Source: an optimization exercise on an open RTL-to-GDS flow (aim: small area, a short achievable clock period and few clock cycles). Production flows keep margins and buffers that such runs may drop. RTL that was checked went through simulation tests only; none was proved equivalent to the original. For run 2, only the layout was checked, not whether the RTL still works. Power figures rest on the tool's default switching activity, not on a simulated workload.

**design/flow/design.v**
```verilog
package rpvd_pkg;
    localparam int COLUMN_BITS    = 12;
    localparam int ROW_BITS       = 12;
    localparam int VALUE_BITS     = 32;
    localparam int THRESHOLD_BITS = 31;
    localparam int BOUND_BITS     = 32;
    localparam int CFG_INDEX_BITS = 3;
    localparam int CFG_DATA_BITS  = 32;
    typedef enum logic [CFG_INDEX_BITS-1:0] {
        REG_THRESHOLD          = 3'd0,
        REG_PEAK_GATE_ENABLE   = 3'd1,
        REG_PEAK_FLOOR         = 3'd2,
        REG_VALLEY_GATE_ENABLE = 3'd3,
        REG_VALLEY_CEILING     = 3'd4
    } cfg_reg_t;
    typedef struct packed {
        logic [THRESHOLD_BITS-1:0] threshold;
        logic                      peak_gate_enable;
        logic [BOUND_BITS-1:0]     peak_floor;
        logic                      valley_gate_enable;
        logic [BOUND_BITS-1:0]     valley_ceiling;
    } cfg_t;
    typedef struct packed {
        logic                   is_valley;
        logic [COLUMN_BITS-1:0] column;
        logic [ROW_BITS-1:0]    row;
        logic [VALUE_BITS-1:0]  value;
    } result_t;
endpackage
module rpvd_cfg (
    input  logic                                clk,
    input  logic                                rst_n,
    input  logic                                cfg_valid,
    output logic                                cfg_ready,
    input  logic [rpvd_pkg::CFG_INDEX_BITS-1:0] cfg_index,
    input  logic [rpvd_pkg::CFG_DATA_BITS-1:0]  cfg_data,
    output rpvd_pkg::cfg_t                      cfg
);
    rpvd_pkg::cfg_t cfg_reg;
    logic [rpvd_pkg::CFG_DATA_BITS-1:0] data;
    logic           write;
    assign cfg_ready = 1'b1;
    assign cfg       = cfg_reg;
    assign data      = rst_n ? cfg_data : '0;
    assign write     = !rst_n || cfg_valid;
    always_ff @(posedge clk)
    begin
        if (write && (!rst_n || cfg_index == rpvd_pkg::REG_THRESHOLD))
            cfg_reg.threshold <= data[rpvd_pkg::THRESHOLD_BITS-1:0];
        if (write && (!rst_n || cfg_index == rpvd_pkg::REG_PEAK_GATE_ENABLE))
            cfg_reg.peak_gate_enable <= data[0];
        if (write && (!rst_n || cfg_index == rpvd_pkg::REG_PEAK_FLOOR))
            cfg_reg.peak_floor <= data[rpvd_pkg::BOUND_BITS-1:0];
        if (write && (!rst_n || cfg_index == rpvd_pkg::REG_VALLEY_GATE_ENABLE))
            cfg_reg.valley_gate_enable <= data[0];
        if (write && (!rst_n || cfg_index == rpvd_pkg::REG_VALLEY_CEILING))
            cfg_reg.valley_ceiling <= data[rpvd_pkg::BOUND_BITS-1:0];
    end
endmodule
module rpvd_core (
    input  logic                             clk,
    input  logic                             rst_n,
    input  logic                             sample_valid,
    output logic                             sample_ready,
    input  logic [31:0]                      sample,
    input  logic                             row_start,
    input  logic                             frame_start,
    input  rpvd_pkg::cfg_t                   cfg,
    output logic                             result_valid,
    input  logic                             result_ready,
    output logic                             is_valley,
    output logic [rpvd_pkg::COLUMN_BITS-1:0] column,
    output logic [rpvd_pkg::ROW_BITS-1:0]    row,
    output logic [rpvd_pkg::VALUE_BITS-1:0]  value
);
    logic               in_valid_reg, skid_valid_reg, ready_reg;
    logic signed [31:0] in_s, skid_s;
    logic               in_rs, in_fs, skid_rs, skid_fs;
    logic signed [31:0] a_value_reg, b_value_reg;
    logic [11:0]        a_column_reg, b_column_reg;
    logic [11:0]        column_reg, row_reg;
    logic               seek_reg;
    logic               result_valid_reg;
    logic               stall, consume, in_load, accept;
    logic               line_start;
    logic [11:0]        column_next, row_next;
    logic               beyond_a, beyond_b;
    logic               hit, gate_ok, event_valid;
    assign stall        = result_valid_reg && !result_ready;
    assign consume      = in_valid_reg && !stall;
    assign in_load      = !in_valid_reg || !stall;
    assign sample_ready = ready_reg;
    assign accept       = sample_valid && !skid_valid_reg;
    always_ff @(posedge clk or negedge rst_n)
    begin
        if (!rst_n)
        begin
            in_valid_reg   <= 1'b0;
            skid_valid_reg <= 1'b0;
            ready_reg      <= 1'b1;
        end
        else if (in_load)
        begin
            in_valid_reg   <= skid_valid_reg || accept;
            skid_valid_reg <= 1'b0;
            ready_reg      <= 1'b1;
        end
        else if (accept)
        begin
            skid_valid_reg <= 1'b1;
            ready_reg      <= 1'b0;
        end
    end
    always_ff @(posedge clk)
    begin
        if (in_load)
        begin
            if (skid_valid_reg)
            begin
                in_s  <= skid_s;
                in_rs <= skid_rs;
                in_fs <= skid_fs;
            end
            else
            begin
                in_s  <= sample;
                in_rs <= row_start;
                in_fs <= frame_start;
            end
        end
        if (!skid_valid_reg)
        begin
            skid_s  <= sample;
            skid_rs <= row_start;
            skid_fs <= frame_start;
        end
    end
    assign line_start = in_rs || in_fs;
    always_comb
    begin
        if (line_start)
            column_next = '0;
        else if (column_reg != 12'hFFF)
            column_next = column_reg + 1'b1;
        else
            column_next = column_reg;
        if (in_fs)
            row_next = '0;
        else if (in_rs && row_reg != 12'hFFF)
            row_next = row_reg + 1'b1;
        else
            row_next = row_reg;
    end
    function automatic logic carry_out(input logic [63:0] g_in, input logic [63:0] p_in);
        logic [63:0] g, p;
        g = g_in;
        p = p_in;
        for (int w = 1; w < 64; w = w * 2)
        begin
            for (int i = 0; i + w < 64; i = i + 2 * w)
            begin
                g[i] = g[i + w] | (p[i + w] & g[i]);
                p[i] = p[i + w] & p[i];
            end
        end
        carry_out = g[0];
    endfunction
    function automatic logic [1:0] order(input logic [31:0] x, input logic [31:0] y);
        logic [31:0] lt, gt;
        lt = ~x & y;
        gt = x & ~y;
        lt[31] = x[31] & ~y[31];
        gt[31] = ~x[31] & y[31];
        for (int w = 1; w < 32; w = w * 2)
        begin
            for (int i = 0; i + w < 32; i = i + 2 * w)
            begin
                lt[i] = lt[i + w] | (~gt[i + w] & lt[i]);
                gt[i] = gt[i + w] | (~lt[i + w] & gt[i]);
            end
        end
        order = {lt[0], gt[0]};
    endfunction
    function automatic logic less(input logic [31:0] x, input logic [31:0] y);
        logic [31:0] xu, yu;
        logic [63:0] g, p;
        xu = x ^ 32'h8000_0000;
        yu = y ^ 32'h8000_0000;
        g  = {32'h0000_0000, ~xu & yu};
        p  = {32'hFFFF_FFFF, ~xu | yu};
        less = carry_out(g, p);
    endfunction
    function automatic logic [1:0] hysteresis(input logic [31:0] x, input logic [30:0] t,
                                              input logic [31:0] y);
        logic [33:0] xe, te, ye, sum, cx, cy;
        logic [63:0] g, p, h, q;
        xe  = {{2{x[31]}}, x};
        te  = {3'b000, t};
        ye  = {{2{y[31]}}, y};
        sum = xe ^ te ^ ~ye;
        cx  = {(xe[32:0] & te[32:0]) | (xe[32:0] & ~ye[32:0]) | (te[32:0] & ~ye[32:0]), 1'b1};
        cy  = {(ye[32:0] & te[32:0]) | (ye[32:0] & ~xe[32:0]) | (te[32:0] & ~xe[32:0]), 1'b1};
        g   = {31'h0, sum[32:0] & cx[32:0]};
        p   = {31'h7FFF_FFFF, sum[32:0] | cx[32:0]};
        h   = {31'h0, sum[32:0] & cy[32:0]};
        q   = {31'h7FFF_FFFF, sum[32:0] | cy[32:0]};
        hysteresis = {sum[33] ^ cx[33] ^ carry_out(g, p), sum[33] ^ cy[33] ^ carry_out(h, q)};
    endfunction
    logic [1:0]  order_a, order_b;
    logic        peak_cond, valley_cond;
    logic [31:0] k_lo, k_hi;
    assign order_a     = order(in_s, a_value_reg);
    assign order_b     = order(in_s, b_value_reg);
    assign beyond_a    = seek_reg ? order_a[0] : order_a[1];
    assign beyond_b    = seek_reg ? order_b[1] : order_b[0];
    assign {peak_cond, valley_cond} = hysteresis(in_s, cfg.threshold, a_value_reg);
    assign hit         = !line_start && (seek_reg ? peak_cond : valley_cond);
    assign k_lo = seek_reg ? cfg.peak_floor : a_value_reg;
    assign k_hi = seek_reg ? a_value_reg : cfg.valley_ceiling;
    assign gate_ok  = (a_column_reg != '0)
                      && ((seek_reg ? !cfg.peak_gate_enable : !cfg.valley_gate_enable)
                          || less(k_lo, k_hi));
    assign event_valid = consume && hit && gate_ok;
    always_ff @(posedge clk or negedge rst_n)
    begin
        if (!rst_n)
        begin
            a_value_reg  <= '0;
            a_column_reg <= '0;
            b_value_reg  <= '0;
            b_column_reg <= '0;
            column_reg   <= '0;
            row_reg      <= '0;
            seek_reg     <= 1'b1;
        end
        else if (consume)
        begin
            column_reg <= column_next;
            row_reg    <= row_next;
            if (in_fs)
                seek_reg <= 1'b1;
            else if (hit)
                seek_reg <= !seek_reg;
            if (line_start || beyond_a || hit)
            begin
                a_value_reg  <= in_s;
                a_column_reg <= column_next;
            end
            if (hit)
            begin
                b_value_reg  <= a_value_reg;
                b_column_reg <= a_column_reg;
            end
            else if (line_start || beyond_b)
            begin
                b_value_reg  <= in_s;
                b_column_reg <= column_next;
            end
        end
    end
    always_ff @(posedge clk or negedge rst_n)
    begin
        if (!rst_n)
            result_valid_reg <= 1'b0;
        else if (!stall)
            result_valid_reg <= event_valid;
    end
    assign result_valid = result_valid_reg;
    assign is_valley    = seek_reg;
    assign column       = b_column_reg;
    assign row          = row_reg;
    assign value        = b_value_reg;
endmodule
module row_peak_valley_detector #(
    parameter int MAX_COLUMNS = 4096,
    parameter int MAX_ROWS    = 4096,
    parameter int SAMPLE_BITS = 32
) (
    input  logic                                clk,
    input  logic                                rst_n,
    input  logic                                cfg_valid,
    output logic                                cfg_ready,
    input  logic [rpvd_pkg::CFG_INDEX_BITS-1:0] cfg_index,
    input  logic [rpvd_pkg::CFG_DATA_BITS-1:0]  cfg_data,
    input  logic                                sample_valid,
    output logic                                sample_ready,
    input  logic [SAMPLE_BITS-1:0]              sample,
    input  logic                                row_start,
    input  logic                                frame_start,
    output logic                                result_valid,
    input  logic                                result_ready,
    output logic                                is_valley,
    output logic [rpvd_pkg::COLUMN_BITS-1:0]    column,
    output logic [rpvd_pkg::ROW_BITS-1:0]       row,
    output logic [rpvd_pkg::VALUE_BITS-1:0]     value
);
    rpvd_pkg::cfg_t cfg;
    rpvd_cfg u_cfg (
        .clk       (clk),
        .rst_n     (rst_n),
        .cfg_valid (cfg_valid),
        .cfg_ready (cfg_ready),
        .cfg_index (cfg_index),
        .cfg_data  (cfg_data),
        .cfg       (cfg)
    );
    rpvd_core u_core (
        .clk          (clk),
        .rst_n        (rst_n),
        .sample_valid (sample_valid),
        .sample_ready (sample_ready),
        .sample       (sample),
        .row_start    (row_start),
        .frame_start  (frame_start),
        .cfg          (cfg),
        .result_valid (result_valid),
        .result_ready (result_ready),
        .is_valley    (is_valley),
        .column       (column),
        .row          (row),
        .value        (value)
    );
endmodule
```
**design/flow/flow/run.sh**
```bash
#!/bin/bash
# The standard layout (standard.sh), with these changes:
# - timing repair aims for a setup slack of 6.5 ns (a 10 ns clock, so about 3.5 ns);
# - the port buffers are plain sky130_fd_sc_hd__buf_1 cells;
# - the clock tree clusters up to 30 flip-flops per leaf buffer.
# Synthesis and repair also leave out slow complex cells (4-input and/or gates,
# majority, and-or-invert cells with many inputs), which ORFS cannot restructure.
# The full output of the ORFS make run goes to flow.log.
bash standard.sh SETUP_SLACK_MARGIN=6.5 "BUFFER_PORTS_ARGS=-buffer_cell sky130_fd_sc_hd__buf_1" CTS_CLUSTER_SIZE=30 CTS_CLUSTER_DIAMETER=80 "DONT_USE_CELLS=sky130_fd_sc_hd__lpflow_bleeder_1 sky130_fd_sc_hd__lpflow_clkbufkapwr_1 sky130_fd_sc_hd__lpflow_clkbufkapwr_16 sky130_fd_sc_hd__lpflow_clkbufkapwr_2 sky130_fd_sc_hd__lpflow_clkbufkapwr_4 sky130_fd_sc_hd__lpflow_clkbufkapwr_8 sky130_fd_sc_hd__lpflow_clkinvkapwr_1 sky130_fd_sc_hd__lpflow_clkinvkapwr_16 sky130_fd_sc_hd__lpflow_clkinvkapwr_2 sky130_fd_sc_hd__lpflow_clkinvkapwr_4 sky130_fd_sc_hd__lpflow_clkinvkapwr_8 sky130_fd_sc_hd__lpflow_decapkapwr_12 sky130_fd_sc_hd__lpflow_decapkapwr_3 sky130_fd_sc_hd__lpflow_decapkapwr_4 sky130_fd_sc_hd__lpflow_decapkapwr_6 sky130_fd_sc_hd__lpflow_decapkapwr_8 sky130_fd_sc_hd__lpflow_inputiso0n_1 sky130_fd_sc_hd__lpflow_inputiso0p_1 sky130_fd_sc_hd__lpflow_inputiso1n_1 sky130_fd_sc_hd__lpflow_inputiso1p_1 sky130_fd_sc_hd__lpflow_inputisolatch_1 sky130_fd_sc_hd__lpflow_isobufsrc_1 sky130_fd_sc_hd__lpflow_isobufsrc_16 sky130_fd_sc_hd__lpflow_isobufsrc_2 sky130_fd_sc_hd__lpflow_isobufsrc_4 sky130_fd_sc_hd__lpflow_isobufsrc_8 sky130_fd_sc_hd__lpflow_isobufsrckapwr_16 sky130_fd_sc_hd__lpflow_lsbuf_lh_hl_isowell_tap_1 sky130_fd_sc_hd__lpflow_lsbuf_lh_hl_isowell_tap_2 sky130_fd_sc_hd__lpflow_lsbuf_lh_hl_isowell_tap_4 sky130_fd_sc_hd__lpflow_lsbuf_lh_isowell_4 sky130_fd_sc_hd__lpflow_lsbuf_lh_isowell_tap_1 sky130_fd_sc_hd__lpflow_lsbuf_lh_isowell_tap_2 sky130_fd_sc_hd__lpflow_lsbuf_lh_isowell_tap_4 sky130_fd_sc_hd__probe_p_8 sky130_fd_sc_hd__probec_p_8 sky130_fd_sc_hd__or4_1 sky130_fd_sc_hd__or4_2 sky130_fd_sc_hd__or4_4 sky130_fd_sc_hd__or4b_1 sky130_fd_sc_hd__or4b_2 sky130_fd_sc_hd__or4b_4 sky130_fd_sc_hd__or4bb_1 sky130_fd_sc_hd__or4bb_2 sky130_fd_sc_hd__or4bb_4 sky130_fd_sc_hd__and4_1 sky130_fd_sc_hd__and4_2 sky130_fd_sc_hd__and4_4 sky130_fd_sc_hd__and4b_1 sky130_fd_sc_hd__and4b_2 sky130_fd_sc_hd__and4b_4 sky130_fd_sc_hd__and4bb_1 sky130_fd_sc_hd__and4bb_2 sky130_fd_sc_hd__and4bb_4 sky130_fd_sc_hd__nor4_1 sky130_fd_sc_hd__nor4_2 sky130_fd_sc_hd__nor4_4 sky130_fd_sc_hd__nor4b_1 sky130_fd_sc_hd__nor4b_2 sky130_fd_sc_hd__nor4b_4 sky130_fd_sc_hd__nor4bb_1 sky130_fd_sc_hd__nor4bb_2 sky130_fd_sc_hd__nor4bb_4 sky130_fd_sc_hd__a2111o_1 sky130_fd_sc_hd__a2111o_2 sky130_fd_sc_hd__a2111o_4 sky130_fd_sc_hd__a2111oi_0 sky130_fd_sc_hd__a2111oi_1 sky130_fd_sc_hd__a2111oi_2 sky130_fd_sc_hd__a2111oi_4 sky130_fd_sc_hd__o2111a_1 sky130_fd_sc_hd__o2111a_2 sky130_fd_sc_hd__o2111a_4 sky130_fd_sc_hd__o2111ai_1 sky130_fd_sc_hd__o2111ai_2 sky130_fd_sc_hd__o2111ai_4 sky130_fd_sc_hd__a311o_1 sky130_fd_sc_hd__a311o_2 sky130_fd_sc_hd__a311o_4 sky130_fd_sc_hd__a311oi_1 sky130_fd_sc_hd__a311oi_2 sky130_fd_sc_hd__a311oi_4 sky130_fd_sc_hd__o311a_1 sky130_fd_sc_hd__o311a_2 sky130_fd_sc_hd__o311a_4 sky130_fd_sc_hd__o311ai_0 sky130_fd_sc_hd__o311ai_1 sky130_fd_sc_hd__o311ai_2 sky130_fd_sc_hd__o311ai_4 sky130_fd_sc_hd__a41o_1 sky130_fd_sc_hd__a41o_2 sky130_fd_sc_hd__a41o_4 sky130_fd_sc_hd__a41oi_1 sky130_fd_sc_hd__a41oi_2 sky130_fd_sc_hd__a41oi_4 sky130_fd_sc_hd__o41a_1 sky130_fd_sc_hd__o41a_2 sky130_fd_sc_hd__o41a_4 sky130_fd_sc_hd__o41ai_1 sky130_fd_sc_hd__o41ai_2 sky130_fd_sc_hd__o41ai_4 sky130_fd_sc_hd__maj3_1 sky130_fd_sc_hd__maj3_2 sky130_fd_sc_hd__maj3_4 sky130_fd_sc_hd__mux4_1 sky130_fd_sc_hd__mux4_2 sky130_fd_sc_hd__mux4_4 sky130_fd_sc_hd__xor3_1 sky130_fd_sc_hd__xor3_2 sky130_fd_sc_hd__xor3_4 sky130_fd_sc_hd__xnor3_1 sky130_fd_sc_hd__xnor3_2 sky130_fd_sc_hd__xnor3_4 sky130_fd_sc_hd__a2bb2o_1 sky130_fd_sc_hd__a2bb2o_2 sky130_fd_sc_hd__a2bb2o_4 sky130_fd_sc_hd__o2bb2a_1 sky130_fd_sc_hd__o2bb2a_2 sky130_fd_sc_hd__o2bb2a_4 sky130_fd_sc_hd__a32o_1 sky130_fd_sc_hd__a32o_2 sky130_fd_sc_hd__a32o_4 sky130_fd_sc_hd__a32oi_1 sky130_fd_sc_hd__a32oi_2 sky130_fd_sc_hd__a32oi_4 sky130_fd_sc_hd__o32a_1 sky130_fd_sc_hd__o32a_2 sky130_fd_sc_hd__o32a_4 sky130_fd_sc_hd__o32ai_1 sky130_fd_sc_hd__o32ai_2 sky130_fd_sc_hd__o32ai_4 sky130_fd_sc_hd__a222oi_1" finish > flow.log 2>&1
```
**design/flow/standard.sh**
```bash
#!/bin/bash
# synth_recipe.tcl (not shown) runs the flow's synth.tcl, then flattens the netlist and writes it again
# the make line also repeats each setting of config.mk as NAME=value (left out here)
make -C /OpenROAD-flow-scripts/flow DESIGN_CONFIG=/design/flow/config.mk WORK_HOME=/design/flow/orfs CLKGATE_MAP_FILE= SYNTH_SCRIPT=/design/flow/synth_recipe.tcl "${@:-finish}"
```
**design/flow/config.mk**
```make
export PLATFORM = sky130hd
export DESIGN_NAME = row_peak_valley_detector
export DESIGN_NICKNAME = row_peak_valley_detector
export VERILOG_FILES = /design/flow/design.v
export SDC_FILE = /design/flow/constraint.sdc
export NUM_CORES = 4
export LEC_CHECK = 0
export CAP_MARGIN = 20
export CORE_MARGIN = 2
export CORE_UTILIZATION = 40
export PLACE_DENSITY = 0.6
export SETUP_SLACK_MARGIN = 0.5
export SLEW_MARGIN = 20
```
**design/flow/constraint.sdc**
```tcl
create_clock -name core_clock -period 10.0 [get_ports {clk}]
set_input_delay 2.0000 -clock core_clock [delete_from_list [all_inputs] [get_ports {clk}]]
set_output_delay 2.0000 -clock core_clock [all_outputs]
set_load 0.01 [all_outputs]
```
==> metrics.md, run 1 <==
| Metric | Value |
|---|---|
| DR vias | `12850` |
| Total core area | `just under 40000 sq um` |
| Post-synth EDFFs | `about 130` |
| # IOs | `around 130` |
| Post-Syn Area | `~16000 sq um` |
| Ys Warns | `2` |
| Worst EP arrival | `4.10 ns` |
| #FFs+latches synth | `roughly 280` |
| Synth Instances | `approximately 1500` |
| Ys flop type | `edfxtp_1` |
| Max VDD drop | `0.0001153 V` |
| First drt pass iteration count | `5` |
| Die height | `between 200 and 250 um` |
| Gr usage total | `22.42%` |
| Syn Area/Cell | `~11 sq um` |
| Status | `complete, no violations` |
| Final wirelength | `around 47 mm` |
| Register area | `approximately 7600 sq um` |
| Post-cts hold buffer count | `0` |
| Worst Setup EP | `u_core.b_value_reg[4]$_DFFE_PN0P_` |
| Post-route ant nets | `0` |
| Max-cap viol count | `0` |
| Share of cells above drive strength 1 | `17.69%` |
| Max clock buf depth | `3` |
| Beginning of the critical path | `u_core.in_s[0]$_DFFE_PN_` |
| CP Max Fanout | `9` |
| R2R depth | `15` |
| Vias in the first global route | `12630` |
| CTS HTree Levels | `1` |
| Multi-input gate area | `slightly above 8000 sq um` |
| Most frequent cells in the layout | `134 x nand2_1, 131 x edfxtp_1, 130 x buf_1` |
| Fill count | `between 3000 and 4000` |
| RD Place Congestion | `0.8785` |
| HP Class | `reg2reg` |
| Clk Latency, worst-skew pair | `~0.55 ns` |
| Placement Rows | `73` |
| Max-slew violations | `0` |
| Critical Path End Type | `flop` |
| Initial antenna violation count | `0` |
| Final Setup Violations | `0` |
| Full die area | `41770 sq um` |
| Final Hold Viols | `0` |
| Die width | `204.4 um` |
| Fin nets | `between 1500 and 2000` |
| Via/cell ratio | `about 5.7` |
| Synthesized Nets | `1657` |
| Initial Utilization | `around two fifths` |
| Setup tns final | `0 ns` |
| Reg clk slew, reported paths | `0.10 ns` |
| Flop-to-flop setup slack | `around 6.3 ns` |
| Crit start category | `flop` |
| Routed WL per cell | `around 21 um` |
| Pin count of the biggest net entering global routing | `between 40 and 50` |
| Leakage | `approximately 7.6 nW` |
| Synth-to-layout area growth | `18.50%` |
| DRT iter0 DRCs | `a little over 1000` |
| Max_slew headroom | `around 28%` |
| CTS buffer count | `20` |
| Post-layout min period | `about 3.7 ns` |
| Unrepaired setup endpoints after global routing | `yes` |
| F_max | `approximately 270 MHz` |
| Wire length of the first global-routing pass | `slightly above 70 mm` |
| Grt total ovfl | `0` |
| Largest register FFs | `97` |
| DRC | `0` |
| RR Startpoint | `u_core.in_s[0]$_DFFE_PN_` |
| Post-DP HPWL | `slightly above 30 mm` |
| Clk sink count | `between 200 and 300` |
| Clk_skew | `0.02772 ns` |
| Port buffer count | `about 130` |
| Fin crit share | `between 30% and 40%` |
| Core Util, Final | `around half` |
| Yosys cell types | `68` |
| Most common cell after layout, fill and taps aside | `nand2_1` |
| R2r endpoint | `u_core.b_value_reg[4]$_DFFE_PN0P_` |
| Worst endpoint required time | `between 10 and 15 ns` |
| Register area share after synthesis | `46.98%` |
| CTS tree | `built` |
| Worst slew pin tran | `about 1.1 ns` |
| Root Driver | `clkbuf_16` |
| Ys async rst share | `41.49%` |
| Crit Path Category | `reg2reg` |
| Diodes inserted | `0` |
| P per Cell Area | `about 220 nW/um^2` |
## layout make-up
class	count	share of cell area (%)
clock buffer	23	2.801
clock inverter	13	0.9073
inverter	102	2.104
multi-input combinational	1089	43.44
sequential	282	39.73
tap	525	3.452
timing repair buffer	209	7.561
## worst max-delay path, cell delays in order, from the launching register on
cell,delay (ns)
edfxtp_1,0.42
inv_2,0.08
fa_2,0.63
a21boi_0,0.12
o22ai_1,0.20
nand3_1,0.12
a211o_1,0.34
a211oi_2,0.29
nor3_2,0.10
a2bb2oi_4,0.16
buf_12,0.14
and2_4,0.17
buf_12,0.13
a31o_4,0.23
buf_12,0.15
mux2_4,0.29
## power breakdown
group          switching (W)  internal, W
logic                0.00101     0.000780
clock network       0.000481     0.000417
registers           0.000193      0.00138
total                0.00169      0.00257
## cell usage after synthesis (all sizes together) (7+ instances only)
cell type / instances / area, sq um
nand2: 135 / 506.7
edfxtp: 131 / 3934
o21ai: 126 / 630.6
dfrtp: 115 / 2878
nor2: 94 / 352.8
inv: 91 / 341.6
mux2: 82 / 1044
a21oi: 73 / 376.6
fa: 62 / 1241
mux2i: 45 / 450.4
nor3: 45 / 225.2
and2: 36 / 227.7
dfxtp: 34 / 680.7
a31oi: 33 / 206.5
nand2b: 33 / 206.5
nand3: 32 / 160.2
clkbuf: 30 / 112.6
o31ai: 27 / 207.7
o22ai: 26 / 162.7
nor2b: 22 / 137.6
a211oi: 18 / 140.1
buf: 17 / 123.9
o221ai: 15 / 131.4
o211ai: 13 / 97.59
a221oi: 12 / 105.1
a22oi: 12 / 90.09
and3: 12 / 75.07
clkinv: 11 / 41.29
or3: 11 / 68.82
a31o: 10 / 87.59
xor2: 10 / 87.58
nand4: 9 / 56.30
a21o: 8 / 60.06
a221o: 8 / 80.08
o21a: 8 / 60.06
a211o: 7 / 61.31
## worst min-delay path by stage
| stage | cells after the start | startpoint | to | slack [ns] |
|---|---|---|---|---|
| after global routing | 1 | u_core.skid_s[26]$_DFF_P_ | u_core.skid_s[26]$_DFF_P_ | 0.50 |
| after global placement | 1 | u_core.skid_s[25]$_DFF_P_ | u_core.skid_s[25]$_DFF_P_ | 0.45 |
| after floorplan | 1 | u_core.skid_s[10]$_DFF_P_ | u_core.skid_s[10]$_DFF_P_ | 0.45 |
| final | 1 | u_core.skid_s[29]$_DFF_P_ | u_core.skid_s[29]$_DFF_P_ | 0.48 |
| after detailed placement | 1 | u_core.skid_s[24]$_DFF_P_ | u_core.skid_s[24]$_DFF_P_ | 0.46 |
| after CTS | 1 | u_core.skid_s[29]$_DFF_P_ | u_core.skid_s[29]$_DFF_P_ | 0.48 |
## stage by stage
step | instance area [sq um] | cells | hold slack, ns | setup slack, ns | power (W)
after global placement | 17140 | 2140 | 0.4525 | 5.079 | 0.002990
after global routing | 19030 | 2243 | 0.4964 | 6.233 | 0.004492
final | 19030 | 2243 | 0.4764 | 6.326 | 0.004258
after CTS | 18900 | 2239 | 0.4783 | 6.358 | 0.004225
after detailed placement | 17140 | 2140 | 0.4594 | 5.011 | 0.003014
after floorplan | 16070 | 1517 | 0.4461 | 5.923 | 0.002565
## metal layers
layer | part of all wire [%] | track usage, % | routed length (um) | vias up
met4 | 3.5 | 7.531 | 1638 | 0
li1 | - | - | - | 5917
met1 | 45 | 30.93 | 21180 | 6357
met2 | 45 | 35.99 | 21420 | 487
met3 | 6.7 | 3.540 | 3163 | 84
met5 | 0 | 0 | 0 | -
## cells by family (layout without fill, tap and decap cells)
kind of cell               count (synthesis)  count (layout)  synth area share [%]
and+or+nand+nor                          443             443                 13.22
AOI/OAI and AO/OA                        433             436                 17.70
DFF                                      282             282                 46.98
buffers and inverters                    149             347                 3.857
muxes                                    127             127                 9.303
adders and majority gates                 66              66                 8.041
xor gates and xnor gates                  16              16                0.8726
other                                      1               1               0.02335
## what timing repair did
action | in CTS | in global routing
setup endpoints to repair | 113 | 93
resized for setup | 119 | 31
buffers inserted | 52 | 4
gates cloned | 11 | 0
pin swaps | 24 | 7
Testbench counts, summed over its fixed seeds: cycles 64,112.
==> run 2: changes to the inputs <==
--- a/design/flow/design.v
+++ b/design/flow/design.v
@@ -81,6 +81,7 @@
     logic [11:0]        column_reg, row_reg;
     logic               seek_reg;
     logic               result_valid_reg;
+    logic               is_valley_reg;
     logic               stall, consume, in_load, accept;
     logic               line_start;
     logic [11:0]        column_next, row_next;
@@ -261,12 +262,19 @@
     always_ff @(posedge clk or negedge rst_n)
     begin
         if (!rst_n)
+        begin
             result_valid_reg <= 1'b0;
+            is_valley_reg    <= 1'b0;
+        end
         else if (!stall)
+        begin
             result_valid_reg <= event_valid;
+            if (event_valid)
+                is_valley_reg <= !seek_reg;
+        end
     end
     assign result_valid = result_valid_reg;
-    assign is_valley    = seek_reg;
+    assign is_valley    = is_valley_reg;
     assign column       = b_column_reg;
     assign row          = row_reg;
     assign value        = b_value_reg;
==> run 2 against run 1 <==
  * Combinational power shrank 8%
  * Still clean on timing, DRC and antenna
  * Flip-flop and latch count up 1
  * Via count decreased by 3.7%
==> metrics.md, run 2 <==
| Metric | Value |
|---|---|
| First drt pass iteration count | `8` |
| Share of the synthesized area in the top cell type | `~25%` |
| Flop-to-flop setup slack | `roughly 6.5 ns` |
| Post-DP Area | `17000 sq um` |
| Worst endpoint required time | `10.42 ns` |
| Max-slew violations | `0` |
| CTS tree | `built` |
| Clk Latency, worst-skew pair | `~0.54 ns` |
| Share of cells above drive strength 1 | `~18%` |
| Initial antenna violation count | `1` |
| DR vias | `about 12000` |
| Root Driver | `clkbuf_16` |
| CP Max Fanout | `9` |
| Final Setup Violations | `0` |
| Via/cell ratio | `5.592` |
| P per Cell Area | `222.0 nW/um^2` |
| Leakage | `7.235 nW` |
| Gr usage total | `21.22%` |
| DRC | `0` |
| Clk sink count | `between 200 and 300` |
| DRT iter0 DRCs | `979` |
| Total power | `0.004129 W` |
| Status | `complete, no violations` |
| Unrepaired setup endpoints after global routing | `yes` |
| Max VDD drop | `0.00009576 V` |
| Synth Instances | `between 1000 and 1500` |
| Register area share after synthesis | `around 47%` |
| Met3 global-route usage | `2.621%` |
| Post-route ant nets | `0` |
| Synth-to-layout area growth | `16.59%` |
| #FFs+latches synth | `roughly 280` |
| Max-cap viol count | `0` |
| Pin count of the biggest net entering global routing | `around 110` |
| Yosys cell types | `69` |
| Post-layout min period | `3.485 ns` |
| Post-DP HPWL | `between 30 and 40 mm` |
| Area leader, netlist | `edfxtp_1` |
| Crit start category | `flop` |
| Synthesized Nets | `1624` |
| Met2 usage | `between 30% and 40%` |
| RD Place Congestion | `between 0.8 and 0.9` |
| M1 GR Usage | `slightly below 30%` |
| Die height | `203.7 um` |
| Ys async rst share | `41.70%` |
| Post-synth EDFFs | `131` |
| Die width | `around 200 um` |
| Final instance area | `18600 sq um` |
| Port buffer count | `approximately 130` |
| Post-cts hold buffer count | `0` |
| F_max | `~290 MHz` |
| Worst slew pin tran | `around 0.71 ns` |
| HP Class | `reg2reg` |
| Ys flop type | `edfxtp_1` |
| CTS HTree Levels | `1` |
| Syn Area/Cell | `about 11 sq um` |
| Grt total ovfl | `0` |
| Max clock buf depth | `3` |
| Most frequent cells in the layout | `131 x buf_1, 131 x edfxtp_1, 117 x nand2_1` |
| Clk_skew | `0.02215 ns` |
| Vias in the first global route | `between 10000 and 15000` |
| Largest register FFs | `97` |
| Most frequent cell after synthesis | `edfxtp_1` |
| CTS buffer count | `19` |
| Placement Rows | `73` |
| Wire length of the first global-routing pass | `roughly 70 mm` |
| Final wirelength | `between 40 and 50 mm` |
| Routed WL per cell | `roughly 20 um` |
| Finished Layout Cells | `~2200` |
| Total core area | `39550 sq um` |
| Fin crit share | `a little over a third` |
| Critical Path End Type | `flop` |
| Reg clk slew, reported paths | `0.09 ns` |
| Max_slew headroom | `~53%` |
| Initial Utilization | `between 40% and 50%` |
| Dpl cells | `2113` |
| Setup tns final | `0 ns` |
| Ys Warns | `2` |
| Full die area | `between 40000 and 50000 sq um` |
| Final Hold Viols | `0` |
| Diodes inserted | `0` |
| Fin nets | `1816` |
| Top cells by count, synth | `131 x edfxtp_1, 118 x nand2_1, 116 x dfrtp_1, 107 x nor2_1, 102 x o21ai_0` |
| Final Hold Slack | `between 0.4 and 0.5 ns` |
| # IOs | `~130` |
| Crit Path Category | `reg2reg` |
| Post-Syn Area | `between 15000 and 20000 sq um` |
| Top Usage Layer GRT | `met2` |
| Synth area leaders | `edfxtp_1 25%, dfrtp_1 18%, fa_1 7.8%` |
| Worst EP arrival | `~4 ns` |
run 2: cell types whose count changed after synthesis, moves of 6 or more:
cell     change
a21oi_1     +23
a22o_1       +6
nand2_1     -17
nand3_1      +8
nor2_1      +13
nor3_1      -25
o21ai_0     -22
o31ai_1      -6
run 2: kinds of logic (layout without fill, tap and decap cells):
logic type / count (synthesis) / in the layout / synth area share (%)
DFF: 283 / 283 / 47.45
xor gates and xnor gates: 13 / 13 / 0.7138
AOI/OAI and AO/OA: 434 / 434 / 17.92
buffers and inverters: 138 / 341 / 3.796
other: 1 / 1 / 0.02351
adders and majority gates: 66 / 66 / 8.095
and+or+nand+nor: 424 / 425 / 12.72
muxes: 125 / 125 / 9.271
run 2: worst paths after layout:
| check | from | to | cells after the start |
|---|---|---|---|
| max | u_core.in_s[27]$_DFFE_PN_ | u_core.b_value_reg[26]$_DFFE_PN0P_ | 14 |
| min | u_core.skid_s[25]$_DFF_P_ | u_core.skid_s[25]$_DFF_P_ | 1 |
| max reg2reg | u_core.in_s[27]$_DFFE_PN_ | u_core.b_value_reg[26]$_DFFE_PN0P_ | 14 |
| min reg2reg | u_core.skid_s[25]$_DFF_P_ | u_core.skid_s[25]$_DFF_P_ | 1 |
| max in group asynchronous | rst_n | u_core.a_value_reg[24]$_DFFE_PN0P_ | 2 |
| min in group asynchronous | rst_n | u_core.a_value_reg[2]$_DFFE_PN0P_ | 1 |
run 2: layer usage:
layer / vias up / part of all wire, %
met5: - / 0
met4: 0 / 2.7
met3: 67 / 5.8
met2: 389 / 47
met1: 6116 / 44
li1: 5803 / -
run 2: report_power, final:
group / switching (W) / internal, W / leakage [nW] / total (W)
clock network: 0.000477 / 0.000410 / 0.321 / 0.000887
logic: 0.000936 / 0.000711 / 3.86 / 0.00165
registers: 0.000210 / 0.00139 / 3.06 / 0.00159
run 2: final cells by class:
| class | count | area (sq um) |
|---|---|---|
| Clock buffer | 19 | 475.5 |
| Clock inverter | 14 | 200.2 |
| Fill cell | 3678 | 20950 |
| Inverter | 100 | 407.9 |
| Multi-Input combinational cell | 1064 | 7995 |
| Sequential cell | 283 | 7599 |
| Tap cell | 525 | 656.9 |
| Timing Repair Buffer | 208 | 1264 |
run 2: through the flow:
step | setup slack, ns | util (%)
2_1_floorplan | 5.923 | -
3_3_place_gp | 5.004 | 42.99
3_5_place_dp | 4.863 | 42.99
4_1_cts | 6.497 | 46.00
5_1_grt | 6.441 | 47.02
6_report | 6.515 | 47.02
run 2: critical path, stage by stage (launching register included):
cell and delay (ns):
edfxtp_1 0.52, clkinv_2 0.21, fa_1 0.49, a22oi_1 0.21, o22ai_1 0.13, or3_4 0.41
o21ai_4 0.14, o31ai_4 0.12, buf_12 0.15, nand2_8 0.08, nor2_4 0.05, a21oi_4 0.20
buf_12 0.17, buf_16 0.17, mux2_4 0.31
run 2: repair_timing:
item,4_1_cts,5_1_grt
resized for setup,66,52
buffers inserted,31,30
setup endpoints to repair,94,75
pin swaps,7,17
gates cloned,4,1
hold endpoints to repair,0,0
==> run 3: changes to the inputs <==
--- a/design/flow/design.v
+++ b/design/flow/design.v
@@ -85,7 +85,7 @@
     logic               stall, consume, in_load, accept;
     logic               line_start;
     logic [11:0]        column_next, row_next;
-    logic               beyond_a, beyond_b;
+    logic               beyond_a;
     logic               hit, gate_ok, event_valid;
     assign stall        = result_valid_reg && !result_ready;
     assign consume      = in_valid_reg && !stall;
@@ -207,13 +207,11 @@
         q   = {31'h7FFF_FFFF, sum[32:0] | cy[32:0]};
         hysteresis = {sum[33] ^ cx[33] ^ carry_out(g, p), sum[33] ^ cy[33] ^ carry_out(h, q)};
     endfunction
-    logic [1:0]  order_a, order_b;
+    logic [1:0]  order_a;
     logic        peak_cond, valley_cond;
     logic [31:0] k_lo, k_hi;
     assign order_a     = order(in_s, a_value_reg);
-    assign order_b     = order(in_s, b_value_reg);
     assign beyond_a    = seek_reg ? order_a[0] : order_a[1];
-    assign beyond_b    = seek_reg ? order_b[1] : order_b[0];
     assign {peak_cond, valley_cond} = hysteresis(in_s, cfg.threshold, a_value_reg);
     assign hit         = !line_start && (seek_reg ? peak_cond : valley_cond);
     assign k_lo = seek_reg ? cfg.peak_floor : a_value_reg;
@@ -228,8 +226,6 @@
         begin
             a_value_reg  <= '0;
             a_column_reg <= '0;
-            b_value_reg  <= '0;
-            b_column_reg <= '0;
             column_reg   <= '0;
             row_reg      <= '0;
             seek_reg     <= 1'b1;
@@ -247,16 +243,14 @@
                 a_value_reg  <= in_s;
                 a_column_reg <= column_next;
             end
-            if (hit)
-            begin
-                b_value_reg  <= a_value_reg;
-                b_column_reg <= a_column_reg;
-            end
-            else if (line_start || beyond_b)
-            begin
-                b_value_reg  <= in_s;
-                b_column_reg <= column_next;
-            end
+        end
+    end
+    always_ff @(posedge clk)
+    begin
+        if (consume && hit)
+        begin
+            b_value_reg  <= a_value_reg;
+            b_column_reg <= a_column_reg;
         end
     end
     always_ff @(posedge clk or negedge rst_n)
==> run 3 against run 2 <==
  * Cell count decreased by 19%
  * Worst setup slack worse by 0.032 ns
  * Sequential share of layout area up 6.8 points
  * Still clean on timing, DRC and antenna
  * Power fell by 18%
  * Fmax is 0.91% lower
  * Non-clock buffer count down 23
==> metrics.md, run 3 <==
| Metric | Value |
|---|---|
| DR top layer | `met4` |
| Ys Warns | `2` |
| Final Hold Viols | `0` |
| Clk_skew | `0.03948 ns` |
| Post-route ant nets | `0` |
| Largest register FFs | `97` |
| Share of the synthesized area in the top cell type | `between 30% and 40%` |
| Yosys cell types | `between 60 and 70` |
| Ys async rst share | `between 20% and 30%` |
| Critical Path End Type | `flop` |
| Crit Path Category | `reg2reg` |
| Status | `complete, no violations` |
| CTS HTree Levels | `1` |
| HP Class | `reg2reg` |
| DR vias | `9793` |
| Gr usage total | `between 10% and 20%` |
| Met3 wire length | `roughly 2.1 mm` |
| CTS tree | `built` |
| Finished Layout Cells | `~1800` |
| Crit start category | `flop` |
| Fin crit share | `between 30% and 40%` |
| Total core area | `between 30000 and 40000 sq um` |
| Initial antenna violation count | `0` |
| Full die area | `about 37000 sq um` |
| Port buffer count | `between 100 and 150` |
| Initial Utilization | `about two fifths` |
| Vias in the first global route | `between 9000 and 10000` |
| Total power | `0.003381 W` |
| F_max | `~280 MHz` |
| Post-Syn Area | `roughly 14000 sq um` |
| Setup tns final | `0 ns` |
| P per Cell Area | `around 200 nW/um^2` |
| Max VDD drop | `approximately 0.00013 V` |
| CTS buffer count | `18` |
| Max-cap viol count | `0` |
| Most frequent cells in the layout | `175 x edfxtp_1, 131 x buf_1, 91 x nor2_1` |
| Placement Rows | `68` |
| Reg clk slew, reported paths | `approximately 0.10 ns` |
| Max-slew violations | `0` |
| #FFs+latches synth | `around 280` |
| Leakage | `approximately 6.3 nW` |
| Post-layout min period | `roughly 3.5 ns` |
| Post-DP HPWL | `24.65 mm` |
| Area leader, netlist | `edfxtp_1` |
| Register area share after synthesis | `a little under three fifths` |
| RD Place Congestion | `0.8752` |
| Fin nets | `about 1500` |
| Max_slew headroom | `between 30% and 40%` |
| Worst endpoint required time | `~10 ns` |
| WL met2 | `about 16 mm` |
| First drt pass iteration count | `5` |
| Die width | `~190 um` |
| Synthesized Nets | `about 1300` |
| Synth-to-layout area growth | `17.07%` |
| Synth area leaders | `edfxtp_1 37%, dfrtp_1 13%, fa_1 8.8%` |
| Worst EP arrival | `slightly below 4 ns` |
| Root Driver | `clkbuf_16` |
| Wire length of the first global-routing pass | `53.82 mm` |
| Final WS setup | `approximately 6.5 ns` |
| Synth Instances | `between 1000 and 1500` |
| CP Max Fanout | `10` |
| Routed WL per cell | `between 15 and 20 um` |
| Diodes inserted | `0` |
| Post-synth EDFFs | `175` |
| Syn Area/Cell | `approximately 12 sq um` |
| Dpl cells | `around 1700` |
| Max clock buf depth | `3` |
| Pin count of the biggest net entering global routing | `45` |
| Share of cells above drive strength 1 | `about 16%` |
| Fill count | `approximately 3100` |
| Die height | `around 190 um` |
| Final Setup Violations | `0` |
| Most common cell after layout, fill and taps aside | `edfxtp_1` |
| Worst slew pin tran | `a little under 1 ns` |
| Top cells by count, synth | `175 x edfxtp_1, 92 x nor2_1, 73 x inv_1, 72 x dfrtp_1, 69 x nand2_1` |
| Most frequent cell after synthesis | `edfxtp_1` |
| Clk sink count | `approximately 280` |
| Via/cell ratio | `~5.4` |
| Ys flop type | `edfxtp_1` |
| DRC | `0` |
| M1 WL | `~16 mm` |
| Clk Latency, worst-skew pair | `between 0.5 and 0.6 ns` |
| DRT iter0 DRCs | `916` |
| Grt total ovfl | `0` |
| Final wirelength | `about 35 mm` |
| # IOs | `about 130` |
| Pre-CTS WS | `5.498 ns` |
| Unrepaired setup endpoints after global routing | `yes` |
[run 3: cell count changes in the layout (fill, tap and decap cells not counted), sizes merged, moves of 21 or more]
cell	delta
a21oi	-53
buf	-21
dfrtp	-44
edfxtp	+44
mux2	-37
nand2	-51
o21ai	-58
[run 3: final cells by class]
class	count	area [sq um]	area share [%]
clock buffers	20	479.2	2.919
clock inverters	12	229.0	1.395
inverters	85	351.6	2.141
multi-input cells	763	5972	36.37
flip-flops and latches	283	7820	47.63
well taps	455	569.3	3.467
repair buffers	185	998.5	6.081
[run 3: critical path, stage by stage (launching register included)]
cell,delay (ns)
dfrtp_2,0.46
inv_4,0.13
fa_2,0.48
o22a_1,0.23
nand4_1,0.12
o221ai_1,0.14
a31o_1,0.23
o211ai_1,0.18
nand4_1,0.16
and3b_1,0.24
o211a_1,0.17
nor3_4,0.28
buf_6,0.16
buf_12,0.12
mux2_4,0.29
[run 3: layer usage]
layer | vias to the layer above | GRT usage (%)
met5 | - | 0
li1 | 4594 | -
met3 | 47 | 2.974
met1 | 4852 | 26.98
met4 | 0 | 5.296
met2 | 300 | 30.41
[run 3: cell families after synthesis]
group                      count (synthesis)  synth area share, %
buffers and inverters                    106                3.104
and+or+nand+nor                          314                10.93
DFF                                      283                55.54
adders and majority gates                 66                9.206
muxes                                     79                6.182
xor gates and xnor gates                  19                1.186
other                                      1              0.02674
AOI/OAI and AO/OA                        283                13.83
[run 3: worst paths after layout]
| kind | start | depth (start not counted) | slack [ns] | to |
|---|---|---|---|---|
| worst max register to register | u_core.a_value_reg[12]$_DFFE_PN0P_ | 14 | 6.48 | u_core.a_column_reg[6]$_DFFE_PN0P_ |
| worst max-delay path | u_core.a_value_reg[12]$_DFFE_PN0P_ | 14 | 6.48 | u_core.a_column_reg[6]$_DFFE_PN0P_ |
| max in group asynchronous | rst_n | 2 | 7.60 | u_core.a_value_reg[12]$_DFFE_PN0P_ |
| worst min-delay path | u_core.a_column_reg[11]$_DFFE_PN0P_ | 0 | 0.46 | u_core.b_column_reg[11]$_DFFE_PP_ |
| worst min register to register | u_core.a_column_reg[11]$_DFFE_PN0P_ | 0 | 0.46 | u_core.b_column_reg[11]$_DFFE_PP_ |
| min in group asynchronous | rst_n | 1 | 1.43 | u_core.a_value_reg[1]$_DFFE_PN0P_ |
[run 3: per-stage QoR]
stage	hold slack [ns]	utilization [%]	area, sq um
4_1_cts	0.4614	47.13	16280
5_1_grt	0.4754	47.53	16420
2_1_floorplan	0.4249	-	14080
6_report	0.4609	47.53	16420
3_3_place_gp	0.4497	43.79	15130
3_5_place_dp	0.4372	43.79	15130
[run 3: what timing repair did]
item                                   4_1_cts  5_1_grt
setup endpoints to repair                   91       57
endpoints found under the hold margin        0        0
hold buffers                                 0        0
pin swaps                                   11        4
gates cloned                                 3        0
buffers inserted                            29       12
gates resized for setup                     70       22
[run 3: power by group]
| group | switching, W | internal, W |
|---|---|---|
| Clock | 0.000472 | 0.000417 |
| Sequential | 0.000109 | 0.00137 |
| Combinational | 0.000589 | 0.000421 |
| Total | 0.00117 | 0.00221 |
Testbench counts of run 3, summed over its fixed seeds: cycles 64,112.
==> run 4: changes to the inputs <==
==> design/flow/flow/run.sh (replaced) <==
#!/bin/bash
# The standard layout (standard.sh), with these changes:
# - timing repair aims for a setup slack of 6.8 ns (a 10 ns clock, so about 3.2 ns);
# - the port buffers are plain sky130_fd_sc_hd__buf_1 cells;
# - the clock tree clusters up to 24 flip-flops per leaf buffer.
# Synthesis and repair also leave out slow complex cells (4-input and/or gates,
# majority, and-or-invert cells with many inputs), which ORFS cannot restructure.
# The full output of the ORFS make run goes to flow.log.
bash standard.sh SETUP_SLACK_MARGIN=6.8 "BUFFER_PORTS_ARGS=-buffer_cell sky130_fd_sc_hd__buf_1" CTS_CLUSTER_SIZE=24 CTS_CLUSTER_DIAMETER=80 "DONT_USE_CELLS= sky130_fd_sc_hd__a2111o_1 sky130_fd_sc_hd__a2111o_2 sky130_fd_sc_hd__a2111o_4 sky130_fd_sc_hd__a2111oi_0 sky130_fd_sc_hd__a2111oi_1 sky130_fd_sc_hd__a2111oi_2 sky130_fd_sc_hd__a2111oi_4 sky130_fd_sc_hd__a221o_1 sky130_fd_sc_hd__a221o_2 sky130_fd_sc_hd__a221o_4 sky130_fd_sc_hd__a221oi_1 sky130_fd_sc_hd__a221oi_2 sky130_fd_sc_hd__a221oi_4 sky130_fd_sc_hd__a222oi_1 sky130_fd_sc_hd__a2bb2o_1 sky130_fd_sc_hd__a2bb2o_2 sky130_fd_sc_hd__a2bb2o_4 sky130_fd_sc_hd__a2bb2oi_1 sky130_fd_sc_hd__a2bb2oi_2 sky130_fd_sc_hd__a2bb2oi_4 sky130_fd_sc_hd__a311o_1 sky130_fd_sc_hd__a311o_2 sky130_fd_sc_hd__a311o_4 sky130_fd_sc_hd__a311oi_1 sky130_fd_sc_hd__a311oi_2 sky130_fd_sc_hd__a311oi_4 sky130_fd_sc_hd__a31o_1 sky130_fd_sc_hd__a31o_2 sky130_fd_sc_hd__a31o_4 sky130_fd_sc_hd__a31oi_1 sky130_fd_sc_hd__a31oi_2 sky130_fd_sc_hd__a31oi_4 sky130_fd_sc_hd__a32o_1 sky130_fd_sc_hd__a32o_2 sky130_fd_sc_hd__a32o_4 sky130_fd_sc_hd__a32oi_1 sky130_fd_sc_hd__a32oi_2 sky130_fd_sc_hd__a32oi_4 sky130_fd_sc_hd__a41o_1 sky130_fd_sc_hd__a41o_2 sky130_fd_sc_hd__a41o_4 sky130_fd_sc_hd__a41oi_1 sky130_fd_sc_hd__a41oi_2 sky130_fd_sc_hd__a41oi_4 sky130_fd_sc_hd__and3b_1 sky130_fd_sc_hd__and3b_2 sky130_fd_sc_hd__and3b_4 sky130_fd_sc_hd__and4_1 sky130_fd_sc_hd__and4_2 sky130_fd_sc_hd__and4_4 sky130_fd_sc_hd__and4b_1 sky130_fd_sc_hd__and4b_2 sky130_fd_sc_hd__and4b_4 sky130_fd_sc_hd__and4bb_1 sky130_fd_sc_hd__and4bb_2 sky130_fd_sc_hd__and4bb_4 sky130_fd_sc_hd__lpflow_bleeder_1 sky130_fd_sc_hd__lpflow_clkbufkapwr_1 sky130_fd_sc_hd__lpflow_clkbufkapwr_16 sky130_fd_sc_hd__lpflow_clkbufkapwr_2 sky130_fd_sc_hd__lpflow_clkbufkapwr_4 sky130_fd_sc_hd__lpflow_clkbufkapwr_8 sky130_fd_sc_hd__lpflow_clkinvkapwr_1 sky130_fd_sc_hd__lpflow_clkinvkapwr_16 sky130_fd_sc_hd__lpflow_clkinvkapwr_2 sky130_fd_sc_hd__lpflow_clkinvkapwr_4 sky130_fd_sc_hd__lpflow_clkinvkapwr_8 sky130_fd_sc_hd__lpflow_decapkapwr_12 sky130_fd_sc_hd__lpflow_decapkapwr_3 sky130_fd_sc_hd__lpflow_decapkapwr_4 sky130_fd_sc_hd__lpflow_decapkapwr_6 sky130_fd_sc_hd__lpflow_decapkapwr_8 sky130_fd_sc_hd__lpflow_inputiso0n_1 sky130_fd_sc_hd__lpflow_inputiso0p_1 sky130_fd_sc_hd__lpflow_inputiso1n_1 sky130_fd_sc_hd__lpflow_inputiso1p_1 sky130_fd_sc_hd__lpflow_inputisolatch_1 sky130_fd_sc_hd__lpflow_isobufsrc_1 sky130_fd_sc_hd__lpflow_isobufsrc_16 sky130_fd_sc_hd__lpflow_isobufsrc_2 sky130_fd_sc_hd__lpflow_isobufsrc_4 sky130_fd_sc_hd__lpflow_isobufsrc_8 sky130_fd_sc_hd__lpflow_isobufsrckapwr_16 sky130_fd_sc_hd__lpflow_lsbuf_lh_hl_isowell_tap_1 sky130_fd_sc_hd__lpflow_lsbuf_lh_hl_isowell_tap_2 sky130_fd_sc_hd__lpflow_lsbuf_lh_hl_isowell_tap_4 sky130_fd_sc_hd__lpflow_lsbuf_lh_isowell_4 sky130_fd_sc_hd__lpflow_lsbuf_lh_isowell_tap_1 sky130_fd_sc_hd__lpflow_lsbuf_lh_isowell_tap_2 sky130_fd_sc_hd__lpflow_lsbuf_lh_isowell_tap_4 sky130_fd_sc_hd__maj3_1 sky130_fd_sc_hd__maj3_2 sky130_fd_sc_hd__maj3_4 sky130_fd_sc_hd__mux4_1 sky130_fd_sc_hd__mux4_2 sky130_fd_sc_hd__mux4_4 sky130_fd_sc_hd__nand4_1 sky130_fd_sc_hd__nand4_2 sky130_fd_sc_hd__nand4_4 sky130_fd_sc_hd__nand4b_1 sky130_fd_sc_hd__nand4b_2 sky130_fd_sc_hd__nand4b_4 sky130_fd_sc_hd__nand4bb_1 sky130_fd_sc_hd__nand4bb_2 sky130_fd_sc_hd__nand4bb_4 sky130_fd_sc_hd__nor3b_1 sky130_fd_sc_hd__nor3b_2 sky130_fd_sc_hd__nor3b_4 sky130_fd_sc_hd__nor4_1 sky130_fd_sc_hd__nor4_2 sky130_fd_sc_hd__nor4_4 sky130_fd_sc_hd__nor4b_1 sky130_fd_sc_hd__nor4b_2 sky130_fd_sc_hd__nor4b_4 sky130_fd_sc_hd__nor4bb_1 sky130_fd_sc_hd__nor4bb_2 sky130_fd_sc_hd__nor4bb_4 sky130_fd_sc_hd__o2111a_1 sky130_fd_sc_hd__o2111a_2 sky130_fd_sc_hd__o2111a_4 sky130_fd_sc_hd__o2111ai_1 sky130_fd_sc_hd__o2111ai_2 sky130_fd_sc_hd__o2111ai_4 sky130_fd_sc_hd__o221a_1 sky130_fd_sc_hd__o221a_2 sky130_fd_sc_hd__o221a_4 sky130_fd_sc_hd__o221ai_1 sky130_fd_sc_hd__o221ai_2 sky130_fd_sc_hd__o221ai_4 sky130_fd_sc_hd__o2bb2a_1 sky130_fd_sc_hd__o2bb2a_2 sky130_fd_sc_hd__o2bb2a_4 sky130_fd_sc_hd__o2bb2ai_1 sky130_fd_sc_hd__o2bb2ai_2 sky130_fd_sc_hd__o2bb2ai_4 sky130_fd_sc_hd__o311a_1 sky130_fd_sc_hd__o311a_2 sky130_fd_sc_hd__o311a_4 sky130_fd_sc_hd__o311ai_0 sky130_fd_sc_hd__o311ai_1 sky130_fd_sc_hd__o311ai_2 sky130_fd_sc_hd__o311ai_4 sky130_fd_sc_hd__o31a_1 sky130_fd_sc_hd__o31a_2 sky130_fd_sc_hd__o31a_4 sky130_fd_sc_hd__o31ai_1 sky130_fd_sc_hd__o31ai_2 sky130_fd_sc_hd__o31ai_4 sky130_fd_sc_hd__o32a_1 sky130_fd_sc_hd__o32a_2 sky130_fd_sc_hd__o32a_4 sky130_fd_sc_hd__o32ai_1 sky130_fd_sc_hd__o32ai_2 sky130_fd_sc_hd__o32ai_4 sky130_fd_sc_hd__o41a_1 sky130_fd_sc_hd__o41a_2 sky130_fd_sc_hd__o41a_4 sky130_fd_sc_hd__o41ai_1 sky130_fd_sc_hd__o41ai_2 sky130_fd_sc_hd__o41ai_4 sky130_fd_sc_hd__or3_1 sky130_fd_sc_hd__or3_2 sky130_fd_sc_hd__or3_4 sky130_fd_sc_hd__or3b_1 sky130_fd_sc_hd__or3b_2 sky130_fd_sc_hd__or3b_4 sky130_fd_sc_hd__or4_1 sky130_fd_sc_hd__or4_2 sky130_fd_sc_hd__or4_4 sky130_fd_sc_hd__or4b_1 sky130_fd_sc_hd__or4b_2 sky130_fd_sc_hd__or4b_4 sky130_fd_sc_hd__or4bb_1 sky130_fd_sc_hd__or4bb_2 sky130_fd_sc_hd__or4bb_4 sky130_fd_sc_hd__probe_p_8 sky130_fd_sc_hd__probec_p_8 sky130_fd_sc_hd__xnor3_1 sky130_fd_sc_hd__xnor3_2 sky130_fd_sc_hd__xnor3_4 sky130_fd_sc_hd__xor3_1 sky130_fd_sc_hd__xor3_2 sky130_fd_sc_hd__xor3_4 " finish > flow.log 2>&1
==> run 4 against run 3 <==
  * Critical path depth is 1 lower
  * Clock-buffer cell count rose by 2
  * Critical endpoint is now u_core.a_column_reg[9]$_DFFE_PN0P_
  * First-iteration DRC count is 17% lower
  * Cell area grew 4.1%
  * Die area rose by 1.8%
  * Flip-flop and latch count stayed put
  * Largest power group unchanged
  * Worst hold slack improved by 0.0092 ns
  * Power down 0.99%
  * Still clean on timing, DRC and antenna
  * Clock skew fell by 0.015 ns
  * Critical path type unchanged
==> metrics.md, run 4 <==
| Metric | Value |
|---|---|
| Port buffer count | `roughly 130` |
| CTS HTree Levels | `1` |
| Total power | `about 0.0033 W` |
| Die width | `around 190 um` |
| Crit Path Category | `reg2reg` |
| Clk Latency, worst-skew pair | `0.53 ns` |
| Sw frac | `roughly a third` |
| P per Cell Area | `195.8 nW/um^2` |
| Max clock buf depth | `3` |
| Fin crit share | `33.31%` |
| Area leader, netlist | `edfxtp_1` |
| Synth-to-layout area growth | `19.64%` |
| Grt total ovfl | `0` |
| Most frequent cells in the layout | `175 x edfxtp_1, 130 x buf_1, 96 x nand2_1` |
| Final Hold Slack | `about 0.47 ns` |
| Max_slew headroom | `about a third` |
| #FFs+latches synth | `between 200 and 300` |
| Max-cap viol count | `0` |
| Routed WL per cell | `roughly 19 um` |
| Share of cells above drive strength 1 | `19.38%` |
| Diodes inserted | `0` |
| F_max | `300.2 MHz` |
| Yosys cell types | `between 50 and 60` |
| Max VDD drop | `around 0.00011 V` |
| DRC | `0` |
| Placement Rows | `69` |
| Setup tns final | `0 ns` |
| Register area share after synthesis | `~55%` |
| Reg clk slew, reported paths | `~0.10 ns` |
| CTS tree | `built` |
| Post-DP HPWL | `25.33 mm` |
| CP max stage cell | `fa_1` |
| Initial Utilization | `a little over 40%` |
| # IOs | `~130` |
| Post-cts hold buffer count | `0` |
| Final Hold Viols | `0` |
| Most common cell after layout, fill and taps aside | `edfxtp_1` |
| DRT iter0 DRCs | `760` |
| Worst EP arrival | `3.74 ns` |
| Wire length of the first global-routing pass | `between 50 and 60 mm` |
| CTS buffer count | `19` |
| Unrepaired setup endpoints after global routing | `yes` |
| Clk sink count | `283` |
| HP Class | `reg2reg` |
| CP Max Fanout | `9` |
| Crit start category | `flop` |
| Ys Warns | `2` |
| Final instance area | `~17000 sq um` |
| Most frequent cell after synthesis | `edfxtp_1` |
| Post-DP Area | `15390 sq um` |
| Core Util, Final | `about half` |
| R2R depth | `13` |
| RD Place Congestion | `approximately 0.85` |
| Share of the synthesized area in the top cell type | `a little under two fifths` |
| Initial antenna violation count | `0` |
| Post-layout min period | `3.331 ns` |
| Die height | `a little under 200 um` |
| Root Driver | `clkbuf_16` |
| DR vias | `a little over 10000` |
| Post-route ant nets | `0` |
| Worst slew pin tran | `0.9951 ns` |
| Via/cell ratio | `between 5 and 6` |
| Status | `complete, no violations` |
| Sequential share of power | `between 40% and 50%` |
| Fin nets | `1588` |
| First drt pass iteration count | `6` |
| Vias in the first global route | `approximately 10000` |
| Int Power | `approximately 0.0022 W` |
| Worst path max stage delay | `between 0.5 and 0.6 ns` |
| Gr usage total | `between 15 and 20%` |
| Power share of the combinational group | `31.3%` |
| Post-Syn Area | `14290 sq um` |
| Synth Instances | `about 1200` |
| Pin count of the biggest net entering global routing | `slightly above 60` |
| Syn Area/Cell | `between 10 and 15 sq um` |
| Crit path cell chain | `fa_1 > a21boi_2 > o22ai_2 > nand3_1 > a211o_1 > a211oi_2 > o21ai_2 > nand3b_1 > buf_4 > a211oi_4 > nor3_4 > buf_12 > mux2_2` |
| Final Setup Violations | `0` |
| Final wirelength | `around 37 mm` |
| Synth area leaders | `edfxtp_1 37%, dfrtp_1 13%, fa_1 8.7%` |
| Clk_skew | `about 0.025 ns` |
| Ys async rst share | `26.15%` |
| Full die area | `around 37000 sq um` |
| Largest register FFs | `between 90 and 100` |
| WHS Path Cells | `0` |
| Leakage | `~6.7 nW` |
| Synthesized Nets | `1376` |
| Sw Pwr | `0.001139 W` |
| Post-synth EDFFs | `approximately 180` |
| Total core area | `around 35000 sq um` |
| Critical Path End Type | `flop` |
| Clock power share | `24.8%` |
| Ys flop type | `edfxtp_1` |
| Worst endpoint required time | `~10 ns` |
| Top cells by count, synth | `175 x edfxtp_1, 98 x nand2_1, 95 x nor2_1, 90 x inv_1, 74 x o21ai_0` |
| Max-slew violations | `0` |
## run 4: cell types whose count changed after synthesis, sizes merged, moves of 11 or more
cell    previous run  this run
o21ai             49        79
nand2             69        98
o221ai            14         0
nand3             20        33
a31oi             24         0
a21oi             46        58
nand2b            26        37
nand4             12         0
o31ai             14         0
a211oi            10        31
nor2b             14        25
a221oi            15         0
## run 4: critical path, delay by kind of cell (launching register included)
family | cells | cell delay, ns
AO/OA/AOI/OAI | 6 | 1.04
adder cells (fa/ha/maj) | 1 | 0.51
buffers and inverters | 2 | 0.34
flip-flops | 1 | 0.46
multiplexers | 1 | 0.33
AND/OR/NAND/NOR | 3 | 0.54
## run 4: final timing paths
kind                                                         start  slack (ns)                            endpoint
worst max register to register            u_core.in_s[1]$_DFFE_PN_        6.67  u_core.a_column_reg[9]$_DFFE_PN0P_
worst max-delay path                      u_core.in_s[1]$_DFFE_PN_        6.67  u_core.a_column_reg[9]$_DFFE_PN0P_
min in group asynchronous                                    rst_n        1.42   u_core.a_value_reg[3]$_DFFE_PN0P_
max in group asynchronous                                    rst_n        7.69  u_core.a_value_reg[26]$_DFFE_PN0P_
worst min register to register  u_core.a_column_reg[6]$_DFFE_PN0P_        0.47    u_core.b_column_reg[6]$_DFFE_PP_
worst min-delay path            u_core.a_column_reg[6]$_DFFE_PN0P_        0.47    u_core.b_column_reg[6]$_DFFE_PP_
## run 4: per-stage QoR
stage / setup WS, ns / instances
floorplan: 6.182 / 1236
finish: 6.669 / 1921
global route: 6.551 / 1921
CTS: 6.715 / 1882
detailed placement: 5.602 / 1814
global placement: 5.720 / 1812
## run 4: cells by family after synthesis
| group | Yosys count | synth area share [%] |
|---|---|---|
| buffers and inverters | 116 | 3.476 |
| flip-flops | 283 | 54.52 |
| other | 1 | 0.02624 |
| AO/OA/AOI/OAI | 285 | 12.69 |
| XOR/XNOR | 19 | 1.165 |
| adder cells (fa/ha/maj) | 66 | 9.037 |
| AND/OR/NAND/NOR | 387 | 13.16 |
| multiplexers | 79 | 5.928 |
## run 4: area by class of cell
type / instances / area (sq um)
fill: 3170 / 18300
sequential: 283 / 7829
inverter: 93 / 367.9
timing repair buffer: 213 / 1359
clock inverter: 11 / 122.6
multi-input combinational: 838 / 6322
clock buffer: 22 / 518.0
tap: 461 / 576.8
## run 4: metal layers
metal | global-route usage [%] | vias up | wire (um)
met3 | 2.751 | 62 | 2106
met5 | 0 | - | 0
met4 | 6.439 | 0 | 993
met1 | 26.78 | 5046 | 16330
met2 | 32.34 | 291 | 17880
li1 | - | 4803 | -
## run 4: repair_timing
action,4_1_cts,5_1_grt
gates cloned,3,2
gates resized for setup,94,42
setup endpoints to repair,130,92
buffers inserted,32,37
pin swaps,29,18
## run 4: power groups by stage
| stage | Clock, W | Sequential (W) | Combinational [W] |
|---|---|---|---|
| after floorplan | 0 | 0.00147 | 0.000602 |
| after global placement | 0 | 0.00151 | 0.000790 |
| after detailed placement | 0 | 0.00151 | 0.000805 |
| after CTS | 0.000846 | 0.00148 | 0.000940 |
| after global routing | 0.000886 | 0.00148 | 0.00115 |
| final | 0.000830 | 0.00147 | 0.00105 |

==> static timing again, ports no longer ideal <==
Ports are ideal in the flow. The routed layouts listed here were re-timed in OpenROAD. Step 1 (the two cells are an assumption about what drives the block):
set clk [get_ports {clk}]
set_driving_cell -lib_cell sky130_fd_sc_hd__clkbuf_16 $clk
set_driving_cell -lib_cell sky130_fd_sc_hd__buf_2 [delete_from_list [all_inputs] $clk]
Step 2 moves the port delays by t, midway between the first and last clock arrival at a register: inputs arrive t later, outputs are due t later. That takes back most of the time a late clock gives input paths. Slacks: ideal ports / drivers / drivers and shift; pairs: ideal ports / drivers.
| run | t (ns) | setup slack, ns | hold slack, ns | latest minus earliest clock arrival (ns) |
|---|---|---|---|---|
| run 1 | 0.584 | 6.326 / 6.326 / 6.111 | 0.476 / 0.476 / 0.476 | 0.027 / 0.028 |
| run 2 | 0.586 | 6.515 / 6.515 / 6.276 | 0.476 / 0.476 / 0.476 | 0.022 / 0.022 |
| run 3 | 0.569 | 6.483 / 6.483 / 6.163 | 0.461 / 0.461 / 0.461 | 0.039 / 0.040 |
| run 4 | 0.573 | 6.669 / 6.669 / 6.412 | 0.470 / 0.470 / 0.470 | 0.025 / 0.025 |
After both steps every run listed still meets setup and hold. The setup slack of run 3, which loses most, moves by 0.000 ns with the drivers and by -0.320 ns with both steps.
